This design comes from an exercise in tuning for small area, a short achievable clock period and few clock cycles per item on the open sky130 flow, not from production work.
Only the layout flow was run in this run; the RTL was not checked for function there.
No activity file was given, so power comes from the tool's default toggle rates.

File: flow/design.v
`timescale 1ns / 1ps
`default_nettype none
package mnsa_pkg;
  localparam int MAX_SITES  = 64;
  localparam int COORD_BITS = 11;
  localparam int ADDR_W     = 6;
  localparam int DIST_W     = 12;
  localparam int AREA_W     = 20;
  localparam int KEY_W      = AREA_W + 1;
  localparam int CFG_W      = 7;
  localparam int S_TDATA_W  = 32;
  localparam int M_TDATA_W  = 40;
  localparam int OP_W       = 3;
  localparam logic [OP_W-1:0] OP_LOAD     = 3'd0;
  localparam logic [OP_W-1:0] OP_CLASSIFY = 3'd1;
  localparam logic [OP_W-1:0] OP_CLEAR    = 3'd2;
  localparam logic [OP_W-1:0] OP_READ     = 3'd3;
  localparam logic [OP_W-1:0] OP_FIND     = 3'd4;
  function automatic logic [12:0] padd12(input logic [11:0] a, input logic [11:0] b,
                                         input logic cin);
    logic [12:0] g, p;
    g = {a & b, cin};
    p = {a ^ b, 1'b0};
    for (int l = 0; l < 4; l++) begin
      for (int i = 0; i < 13; i++) begin
        if (((i >> l) & 1) == 1) begin
          g[i] = g[i] | (p[i] & g[((i >> l) << l) - 1]);
          p[i] = p[i] & p[((i >> l) << l) - 1];
        end
      end
    end
    padd12 = {g[12], (a ^ b) ^ g[11:0]};
  endfunction
  function automatic logic [1:0] lt_eq(input logic [31:0] a, input logic [31:0] b);
    logic [31:0] g, e;
    g = ~a & b;
    e = ~(a ^ b);
    for (int s = 1; s < 32; s = s * 2) begin
      for (int i = 0; i + s < 32; i = i + 2 * s) begin
        g[i] = g[i+s] | (e[i+s] & g[i]);
        e[i] = e[i+s] & e[i];
      end
    end
    lt_eq = {g[0], e[0]};
  endfunction
endpackage
`default_nettype wire
`timescale 1ns / 1ps
`default_nettype none
module mnsa_site_eval (
  input  logic [mnsa_pkg::COORD_BITS-1:0] sx_i,
  input  logic [mnsa_pkg::COORD_BITS-1:0] sy_i,
  input  logic [mnsa_pkg::COORD_BITS-1:0] nqx_i,
  input  logic [mnsa_pkg::COORD_BITS-1:0] nqy_i,
  output logic [mnsa_pkg::DIST_W-1:0]     dist_o
);
  logic [12:0] ax, ay, r;
  logic        s, t;
  logic [11:0] p, q, cs_s, cs_c;
  assign ax = mnsa_pkg::padd12({sx_i[10], sx_i}, {nqx_i[10], nqx_i}, 1'b1);
  assign ay = mnsa_pkg::padd12({sy_i[10], sy_i}, {nqy_i[10], nqy_i}, 1'b1);
  assign s  = ax[11];
  assign t  = ay[11];
  assign p    = {1'b0, ax[10:0] ^ {11{s}}};
  assign q    = {1'b0, ay[10:0] ^ {11{t}}};
  assign cs_s = {p[11:1] ^ q[11:1], p[0] ^ q[0] ^ s};
  assign cs_c = {p[10:1] & q[10:1], (p[0] & q[0]) | (p[0] & s) | (q[0] & s), 1'b0};
  assign r    = mnsa_pkg::padd12(cs_s, cs_c, t);
  assign dist_o = r[11:0];
endmodule
`default_nettype wire
`timescale 1ns / 1ps
`default_nettype none
module manhattan_nearest_site_area (
  input  logic                              clk_i,
  input  logic                              rst_ni,
  input  logic                              cfg_valid_i,
  output logic                              cfg_ready_o,
  input  logic [mnsa_pkg::CFG_W-1:0]        cfg_data_i,       
  input  logic                              s_axis_tvalid,
  output logic                              s_axis_tready,
  input  logic [mnsa_pkg::S_TDATA_W-1:0]    s_axis_tdata,
  input  logic [mnsa_pkg::OP_W-1:0]         s_axis_tuser,     
  output logic                              m_axis_tvalid,
  input  logic                              m_axis_tready,
  output logic [mnsa_pkg::M_TDATA_W-1:0]    m_axis_tdata
);
  localparam int N      = mnsa_pkg::MAX_SITES;
  localparam int CW     = mnsa_pkg::COORD_BITS;
  localparam int DW     = mnsa_pkg::DIST_W;
  localparam int AW     = mnsa_pkg::AREA_W;
  localparam int KW     = mnsa_pkg::KEY_W;
  localparam int MW     = mnsa_pkg::M_TDATA_W;
  localparam logic [2:0] OP_LOAD     = mnsa_pkg::OP_LOAD;
  localparam logic [2:0] OP_CLASSIFY = mnsa_pkg::OP_CLASSIFY;
  localparam logic [2:0] OP_CLEAR    = mnsa_pkg::OP_CLEAR;
  localparam logic [2:0] OP_READ     = mnsa_pkg::OP_READ;
  localparam logic [2:0] OP_FIND     = mnsa_pkg::OP_FIND;
  localparam int CCUT   = 3;
  localparam int FDEPTH = 7;
  localparam int PW     = 3;    
  logic [mnsa_pkg::CFG_W-1:0] n_q;
  logic [N-1:0]               active;
  assign cfg_ready_o = 1'b1;
  always_ff @(posedge clk_i or negedge rst_ni) begin
    if (!rst_ni) begin
      n_q <= mnsa_pkg::CFG_W'(1);
    end else if (cfg_valid_i) begin
      n_q <= cfg_data_i;
    end
  end
  for (genvar i = 0; i < N; i++) begin : g_active
    assign active[i] = (i == 0) || (32'(n_q) > i);
  end
  logic          tready_q;
  logic          s_acc, pop;
  logic [6:0]    sweep_q;
  logic          sweeping;
  logic [PW-1:0] occ_q, occ_d;
  assign s_axis_tready = tready_q;
  assign s_acc         = s_axis_tvalid && tready_q;
  assign sweeping      = !sweep_q[6];
  always_comb begin
    occ_d = occ_q;
    if (s_acc && !pop) occ_d = occ_q + 1'b1;
    if (!s_acc && pop) occ_d = occ_q - 1'b1;
  end
  always_ff @(posedge clk_i or negedge rst_ni) begin
    if (!rst_ni) begin
      sweep_q  <= '0;
      occ_q    <= '0;
      tready_q <= 1'b0;
    end else begin
      if (sweeping) sweep_q <= sweep_q + 1'b1;
      occ_q    <= occ_d;
      tready_q <= !sweeping && (32'(occ_d) < FDEPTH)
                  && !(s_acc && (s_axis_tuser == OP_FIND));
    end
  end
  logic          v0;
  logic [2:0]    op0;
  logic [5:0]    idx0;
  logic [CW-1:0] qx0, qy0;
  always_ff @(posedge clk_i or negedge rst_ni) begin
    if (!rst_ni) v0 <= 1'b0;
    else         v0 <= s_acc;
  end
  always_ff @(posedge clk_i) begin
    op0  <= s_axis_tuser;
    idx0 <= s_axis_tdata[5:0];
    qx0  <= s_axis_tdata[16:6];
    qy0  <= s_axis_tdata[27:17];
  end
  logic [CW-1:0] px_q [N];
  logic [CW-1:0] py_q [N];
  logic [CW-1:0] nqx0, nqy0;
  assign nqx0 = ~qx0;
  assign nqy0 = ~qy0;
  logic [127:0][DW-1:0] cd;
  logic [127:0][5:0]    ci;
  logic [127:0]         ct;
  for (genvar i = 0; i < N; i++) begin : g_site
    logic [DW-1:0] sd, sd_q;
    always_ff @(posedge clk_i) begin
      if (v0 && (op0 == OP_LOAD) && (idx0 == 6'(i))) begin
        px_q[i] <= qx0;
        py_q[i] <= qy0;
      end
    end
    mnsa_site_eval u_eval (
      .sx_i   (px_q[i]),
      .sy_i   (py_q[i]),
      .nqx_i  (nqx0),
      .nqy_i  (nqy0),
      .dist_o (sd)
    );
    always_ff @(posedge clk_i) begin
      sd_q <= sd;
    end
    assign cd[N+i] = sd_q;
    assign ci[N+i] = 6'(i);
    assign ct[N+i] = 1'b0;
  end
  for (genvar k = 1; k < N; k++) begin : g_cnode
    localparam int DEP = $clog2(k + 1) - 1;                
    localparam int M   = ((2 * k + 1) << (5 - DEP)) - N;   
    logic          vr, selr;
    logic [1:0]    le;
    logic [DW-1:0] d_c;
    logic [5:0]    i_c;
    logic          t_c;
    assign vr   = active[M];
    assign le   = mnsa_pkg::lt_eq(32'(cd[2*k+1]), 32'(cd[2*k]));
    assign selr = vr && le[1];
    assign d_c  = selr ? cd[2*k+1] : cd[2*k];
    assign i_c  = selr ? ci[2*k+1] : ci[2*k];
    assign t_c  = selr ? ct[2*k+1] : (ct[2*k] || (vr && le[0]));
    if (DEP == CCUT) begin : g_reg
      logic [DW-1:0] d_q;
      logic [5:0]    i_q;
      logic          t_q;
      always_ff @(posedge clk_i) begin
        d_q <= d_c;
        i_q <= i_c;
        t_q <= t_c;
      end
      assign cd[k] = d_q;
      assign ci[k] = i_q;
      assign ct[k] = t_q;
    end else begin : g_comb
      assign cd[k] = d_c;
      assign ci[k] = i_c;
      assign ct[k] = t_c;
    end
  end
  assign cd[0] = '0;
  assign ci[0] = '0;
  assign ct[0] = 1'b0;
  logic       v1, v2;
  logic [2:0] op1, op2;
  logic [5:0] idx1, idx2;
  always_ff @(posedge clk_i or negedge rst_ni) begin
    if (!rst_ni) begin
      v1 <= 1'b0;
      v2 <= 1'b0;
    end else begin
      v1 <= v0;
      v2 <= v1;
    end
  end
  always_ff @(posedge clk_i) begin
    op1  <= op0;
    idx1 <= idx0;
    op2  <= op1;
    idx2 <= idx1;
  end
  logic          v3;
  logic [2:0]    op3;
  logic [5:0]    a3;        
  logic [DW-1:0] d3;
  logic          tie3;
  logic          wa3;       
  logic          inc3;      
  logic          sg3;       
  logic          cg3;       
  logic          ca3;       
  always_ff @(posedge clk_i or negedge rst_ni) begin
    if (!rst_ni) begin
      v3   <= 1'b0;
      wa3  <= 1'b0;
      inc3 <= 1'b0;
      sg3  <= 1'b0;
      cg3  <= 1'b0;
      ca3  <= 1'b0;
    end else begin
      v3   <= v2;
      wa3  <= sweeping || (v2 && (op2 == OP_LOAD)) || (v2 && (op2 == OP_CLASSIFY) && !ct[1]);
      inc3 <= v2 && (op2 == OP_CLASSIFY);
      sg3  <= v2 && (op2 == OP_CLASSIFY) && !ct[1];
      cg3  <= v2 && (op2 == OP_LOAD);
      ca3  <= sweeping || (v2 && (op2 == OP_CLEAR));
    end
  end
  always_ff @(posedge clk_i) begin
    op3  <= op2;
    d3   <= cd[1];
    tie3 <= ct[1];
    if (sweeping)                 a3 <= sweep_q[5:0];
    else if (op2 == OP_CLASSIFY)  a3 <= ci[1];
    else                          a3 <= idx2;
  end
  logic [AW-1:0] area_q [N];
  logic [N-1:0]  grew_q;
  logic [AW-1:0] rd_area, inc_area, wr_area;
  logic          rd_grew;
  assign rd_area  = area_q[a3];
  assign rd_grew  = grew_q[a3];
  assign inc_area = (&rd_area) ? rd_area : rd_area + 1'b1;
  assign wr_area  = inc3 ? inc_area : '0;
  for (genvar i = 0; i < N; i++) begin : g_cnt
    always_ff @(posedge clk_i) begin
      if (wa3 && (a3 == 6'(i))) begin
        area_q[i] <= wr_area;
      end
      if (ca3) begin
        grew_q[i] <= 1'b0;
      end else if ((sg3 || cg3) && (a3 == 6'(i))) begin
        grew_q[i] <= sg3;
      end
    end
  end
  logic [MW-1:0] res_w;
  always_comb begin
    res_w = '0;
    case (op3)
      OP_LOAD: begin
        res_w[5:0] = a3;
      end
      OP_CLASSIFY: begin
        res_w[5:0]  = a3;
        res_w[6]    = tie3;
        res_w[18:7] = d3;
        if (!tie3) begin
          res_w[38:19] = inc_area;
          res_w[39]    = 1'b1;
        end
      end
      OP_READ: begin
        res_w[5:0]   = a3;
        res_w[38:19] = rd_area;
        res_w[39]    = rd_grew;
      end
      default: begin
        res_w = '0;
      end
    endcase
  end
  logic [KW-1:0][N-1:0] kbit;    
  for (genvar i = 0; i < N; i++) begin : g_key
    assign kbit[KW-1][i] = !grew_q[i];
    for (genvar b = 0; b < AW; b++) begin : g_b
      assign kbit[b][i] = area_q[i][b];
    end
  end
  function automatic logic [N+1:0] elim2(input logic [N-1:0] alive,
                                         input logic [N-1:0] kh,
                                         input logic [N-1:0] kl);
    logic [N-1:0] th, a1;
    logic         anyh, anyl;
    th   = alive & kh;
    anyh = |th;
    anyl = anyh ? |(th & kl) : |(alive & kl);
    a1   = anyh ? th : alive;
    elim2 = {anyh, anyl, (anyl ? (a1 & kl) : a1)};
  endfunction
  function automatic logic [N:0] elim1(input logic [N-1:0] alive,
                                       input logic [N-1:0] kb);
    logic any_b;
    any_b = |(alive & kb);
    elim1 = {any_b, (any_b ? (alive & kb) : alive)};
  endfunction
  logic [N-1:0] fa_w [4];
  logic [6:0]   fk_w;
  logic [N+1:0] e2_w [3];
  logic [N:0]   e1_w;
  assign e2_w[0] = elim2(active,   kbit[20], kbit[19]);
  assign e2_w[1] = elim2(e2_w[0][N-1:0], kbit[18], kbit[17]);
  assign e2_w[2] = elim2(e2_w[1][N-1:0], kbit[16], kbit[15]);
  assign e1_w    = elim1(e2_w[2][N-1:0], kbit[14]);
  assign fk_w    = {e2_w[0][N+1:N], e2_w[1][N+1:N], e2_w[2][N+1:N], e1_w[N]};
  logic         fv4;
  logic [N-1:0] falive4;
  logic [6:0]   fkey4;
  always_ff @(posedge clk_i or negedge rst_ni) begin
    if (!rst_ni) fv4 <= 1'b0;
    else         fv4 <= v3 && (op3 == OP_FIND);
  end
  always_ff @(posedge clk_i) begin
    falive4 <= e1_w[N-1:0];
    fkey4   <= fk_w;
  end
  logic [N+1:0] e2_f [3];
  logic [N:0]   e1_f;
  assign e2_f[0] = elim2(falive4,        kbit[13], kbit[12]);
  assign e2_f[1] = elim2(e2_f[0][N-1:0], kbit[11], kbit[10]);
  assign e2_f[2] = elim2(e2_f[1][N-1:0], kbit[9],  kbit[8]);
  assign e1_f    = elim1(e2_f[2][N-1:0], kbit[7]);
  logic         fv5;
  logic [N-1:0] falive5;
  logic [13:0]  fkey5;
  always_ff @(posedge clk_i or negedge rst_ni) begin
    if (!rst_ni) fv5 <= 1'b0;
    else         fv5 <= fv4;
  end
  always_ff @(posedge clk_i) begin
    falive5 <= e1_f[N-1:0];
    fkey5   <= {fkey4, e2_f[0][N+1:N], e2_f[1][N+1:N], e2_f[2][N+1:N], e1_f[N]};
  end
  logic [N+1:0] e2_g [3];
  logic [N:0]   e1_g;
  logic [KW-1:0] fkey_g;
  logic [5:0]   fidx_g;
  assign e2_g[0] = elim2(falive5,        kbit[6], kbit[5]);
  assign e2_g[1] = elim2(e2_g[0][N-1:0], kbit[4], kbit[3]);
  assign e2_g[2] = elim2(e2_g[1][N-1:0], kbit[2], kbit[1]);
  assign e1_g    = elim1(e2_g[2][N-1:0], kbit[0]);
  assign fkey_g  = {fkey5, e2_g[0][N+1:N], e2_g[1][N+1:N], e2_g[2][N+1:N], e1_g[N]};
  always_comb begin
    fidx_g = '0;
    for (int i = N - 1; i >= 0; i--) begin
      if (e1_g[i]) fidx_g = 6'(i);
    end
  end
  logic          v4;
  logic [MW-1:0] res4;
  always_ff @(posedge clk_i or negedge rst_ni) begin
    if (!rst_ni) v4 <= 1'b0;
    else         v4 <= v3 && (op3 != OP_FIND);
  end
  always_ff @(posedge clk_i) begin
    res4 <= res_w;
  end
  logic [MW-1:0] fifo_q [FDEPTH];
  logic [PW-1:0] wp_q, rp_q, cnt_q, cnt_d;
  logic          mvalid_q, push;
  logic [MW-1:0] push_data;
  assign push          = v4 || fv5;
  assign push_data     = fv5 ? {!fkey_g[KW-1], fkey_g[AW-1:0], 13'b0, fidx_g} : res4;
  assign pop           = mvalid_q && m_axis_tready;
  assign m_axis_tvalid = mvalid_q;
  assign m_axis_tdata  = fifo_q[rp_q];
  always_comb begin
    cnt_d = cnt_q;
    if (push && !pop) cnt_d = cnt_q + 1'b1;
    if (!push && pop) cnt_d = cnt_q - 1'b1;
  end
  always_ff @(posedge clk_i or negedge rst_ni) begin
    if (!rst_ni) begin
      wp_q     <= '0;
      rp_q     <= '0;
      cnt_q    <= '0;
      mvalid_q <= 1'b0;
    end else begin
      if (push) wp_q <= (32'(wp_q) == FDEPTH - 1) ? '0 : wp_q + 1'b1;
      if (pop)  rp_q <= (32'(rp_q) == FDEPTH - 1) ? '0 : rp_q + 1'b1;
      cnt_q    <= cnt_d;
      mvalid_q <= (cnt_d != '0);
    end
  end
  for (genvar e = 0; e < FDEPTH; e++) begin : g_fifo
    always_ff @(posedge clk_i) begin
      if (push && (wp_q == PW'(e))) fifo_q[e] <= push_data;
    end
  end
endmodule
`default_nettype wire
File: flow/run.sh
#!/bin/bash
# synth_recipe.tcl (not shown) runs the flow's synth.tcl, then flattens the netlist and writes it again
# the make line also repeats each setting of config.mk as NAME=value (left out here)
make -C /OpenROAD-flow-scripts/flow DESIGN_CONFIG=/design/flow/config.mk WORK_HOME=/design/flow/orfs CLKGATE_MAP_FILE= SYNTH_SCRIPT=/design/flow/synth_recipe.tcl finish
File: flow/config.mk
export PLATFORM = sky130hd
export DESIGN_NAME = manhattan_nearest_site_area
export DESIGN_NICKNAME = manhattan_nearest_site_area
export VERILOG_FILES = /design/flow/design.v
export SDC_FILE = /design/flow/constraint.sdc
export NUM_CORES = 4
export LEC_CHECK = 0
export CAP_MARGIN = 20
export CORE_MARGIN = 2
export CORE_UTILIZATION = 40
export SLEW_MARGIN = 20
File: flow/constraint.sdc
create_clock -name core_clock -period 8.0 [get_ports {clk_i}]
set_input_delay 1.6000 -clock core_clock [delete_from_list [all_inputs] [get_ports {clk_i}]]
set_output_delay 1.6000 -clock core_clock [all_outputs]
set_load 0.01 [all_outputs]
==> results.cfg <==
[status]
status = complete, but fails checks
so_faults = negative setup slack

[cells_and_area]
syn2layout_area_growth_pct = 22.6
layout.nets = 32514
drive_gt1_share_pct = 19.2
instances_no_fill = 37885
multi_input_area_sq_um = 150000
fillCellCount = 61684
seq_area_sq_um = 115000

[detailed_routing]
drc = 0
routed_via_density = 6.02
drtAntennaViolNets = 0
dr.pass1.iters = 7
drt_iter0_drc = 27464
wl_per_cell_um = 36.8
num_vias = 228069
wl_um = 1400000

[synth]
yosysTopAreaCell = edfxtp_1
synth_area_sq_um = 272000
synth_area_leaders = edfxtp_1, ha_1, dfxtp_1
yosysWarnings = 16
synth-edff-count = 2968
synth_flop_cell = edfxtp_1
syn_inst = 25204
synth.top_cell.area_share_pct = 32.8
syn-num-nets = 29343
ys_types = 104
avgSynthCellArea_sq_um = 10.8
yosysSeqAreaShare_pct = 42.2
yosysMostFrequentCell = ha_1
async_reset_ff_share_pct = 0.946
yosys-top-cells-count = ha_1, edfxtp_1, inv_1
ys_ff_latch = 4228

[sta]
tns_ps = -215220
slew_headroom_pct = 11.0
fin_crit_sh_pct = 119
tightest_slew_ps = 1330
worst_slack_ps = -1490
hold_viol_final = 0
drv_slew = 0
rsz0062_at_grt = yes
setup_viol = 199
period_minus_slack_ps = 9490
skew_ps = 84.4
fmax_mhz = 105

[clock_network]
numClockSinks = 4228
clockRootBuffer = clkbuf_16
clk_pin_slew_ps = 60
cts_hold_buffers = 0
cts_tree = yes
cts_made_buffers = 524
htreeDepth = 6
clockBufferDepth = 4
worstSkewPairLatency_ps = 1160

[global_routing]
overflow = 0
busiest_layer = met2
grt.met2_usage_pct = 60.2
grt_first_pass_wirelength_um = 1850000
grtUsageTotal_pct = 39.2
grt_pass1_vias = 218240
grt_use_met3_pct = 8.49
met1_usage_pct = 48.7
antenna_found_initial = 161
grt_max_degree = 67

[job]
drv_cap = 0

[critical_path]
crit_path_start_kind = flip-flop
crit_buf_inv = 17
required_ps = 8960
crit_family = compound AO/OA/AOI/OAI gates
critical_path.most_common_cell = buf_4
crit_path_max_fanout = 23
worst_setup_path_end_kind = flip-flop
arrival_ps = 10440
slowest_stage = or4_4
slowest_delay_ps = 570
path_class = flip-flop to flip-flop

[power_and_ir_drop]
leakage_nw = 142
power_density_nw_per_um2 = 307
peakVddDrop_mv = 0.513

[floorplanning]
die_width_um = 828
ios = 90
die_area_sq_um = 686000
die_h_um = 828
initial_core_util_pct = 40.1
rows = 302
core-area_sq_um = 677000

[placement]
dp.cells = 36699
place_ws_ps = -3210
routabilityCongestion = 1.09
io_buffers = 84
dp.final_hpwl_um = 1040000

[min_path]
hold_class = flip-flop to flip-flop
-- cell type report --
class                   count  area share, %
multi-input cells       17438           44.9
flip-flops and latches   4228           34.4
repair buffers           3364           8.71
clock buffers             719           4.44
well taps                8968           3.37
inverters                2819           3.21
clock inverters           251          0.846
diodes                     98         0.0736
-- stage by stage --
step / area (sq um) / hold slack (ps) / utilization [%] / total power [W]
after CTS: 330000 / 325 / 48.7 / 0.102
after global routing: 333000 / 328 / 49.2 / 0.108
after detailed placement: 310000 / 312 / 45.8 / 0.0767
after global placement: 310000 / 310 / 45.8 / 0.0761
final: 333000 / 327 / 49.2 / 0.102
after floorplan: 273000 / 310 / - / 0.0571
-- flip-flops by register name (all words and copies together) (netlist names), 11 cells and up --
name and flops:
fifo_q 280, g_site.sd_q 768, qy0 11, fkey5 14, grew_q 64, py_q 704, falive5 64, area_q 1280
res4 40, d3 12, g_cnode.g_reg.i_q 24, qx0 11, px_q 704, falive4 64, g_cnode.g_reg.d_q 96
-- timing repair --
item	CTS	global route
pin swaps	72	121
cloned	8	27
resized for setup	298	404
setup buffers	41	53
setup endpoints to repair	192	302
-- where the power goes --
group / leakage, nW / internal (W) / switching [W]
sequential: 35.2 / 0.0261 / 0.00147
clock: 8.60 / 0.0143 / 0.0105
combinational: 98.5 / 0.0197 / 0.0301
-- cell usage in the layout, fill, tap and decap left out, types with 649 or more instances in the layout --
cell | netlist | layout
a22oi_1 | 931 | 908
buf_4 | 7 | 2963
a21oi_1 | 1458 | 1167
xnor2_1 | 1592 | 1592
ha_1 | 3516 | 3515
edfxtp_1 | 2968 | 2968
xor2_1 | 649 | 649
inv_1 | 2816 | 2789
dfxtp_1 | 1220 | 1198
nor2_1 | 1324 | 1103
-- cell families after synthesis --
logic type	synth area share (%)
AOI/OAI and AO/OA	14.4
xor gates and xnor gates	7.22
buffers and inverters	4.95
DFF	42.2
other	0.00138
muxes	1.42
and+or+nand+nor	9.39
adders and majority gates	20.4
-- per-layer routing --
metal,part of all wire (%),up-vias
met4,9.0,46
li1,-,98053
met3,9.3,4019
met1,38,112766
met2,43,13185
met5,0.025,-
-- final timing paths --
path | cells past startpoint | end | slack [ps] | start
worst max register to register | 43 | fifo_q[3][2] | -1490 | area_q[49][6]
worst max-delay path | 43 | fifo_q[3][2] | -1490 | area_q[49][6]
worst min-delay path | 0 | op2[0] | 330 | op1[0]
worst min register to register | 0 | op2[0] | 330 | op1[0]
max in group asynchronous | 2 | wa3 | 6640 | rst_ni
min in group asynchronous | 2 | v0 | 680 | rst_ni

==> port drivers added, routing unchanged <==
No port has a modelled driver above. Below, the same layout with a new extraction and two added sets of constraints. Step 1 (the two cells are an assumption about what drives the block):
set clk [get_ports {clk_i}]
set_driving_cell -lib_cell sky130_fd_sc_hd__clkbuf_16 $clk
set_driving_cell -lib_cell sky130_fd_sc_hd__buf_2 [delete_from_list [all_inputs] $clk]
Step 2 times the ports against the registers' clock, not the clock port: input delays grow and output delays shrink by t, the midpoint of the rising clock arrivals with the driver on. a / b / c = no drivers / after step 1 / after step 2; a / b = the first two.
t, ns: 1.258
setup WS [ns]: -1.486 / -1.486 / -1.486
worst hold slack (ns): 0.327 / 0.327 / 0.327
pins driven straight from the clock port: 1
The setup slack of this run moves by 0.000 ns with the drivers and by 0.000 ns with both steps.
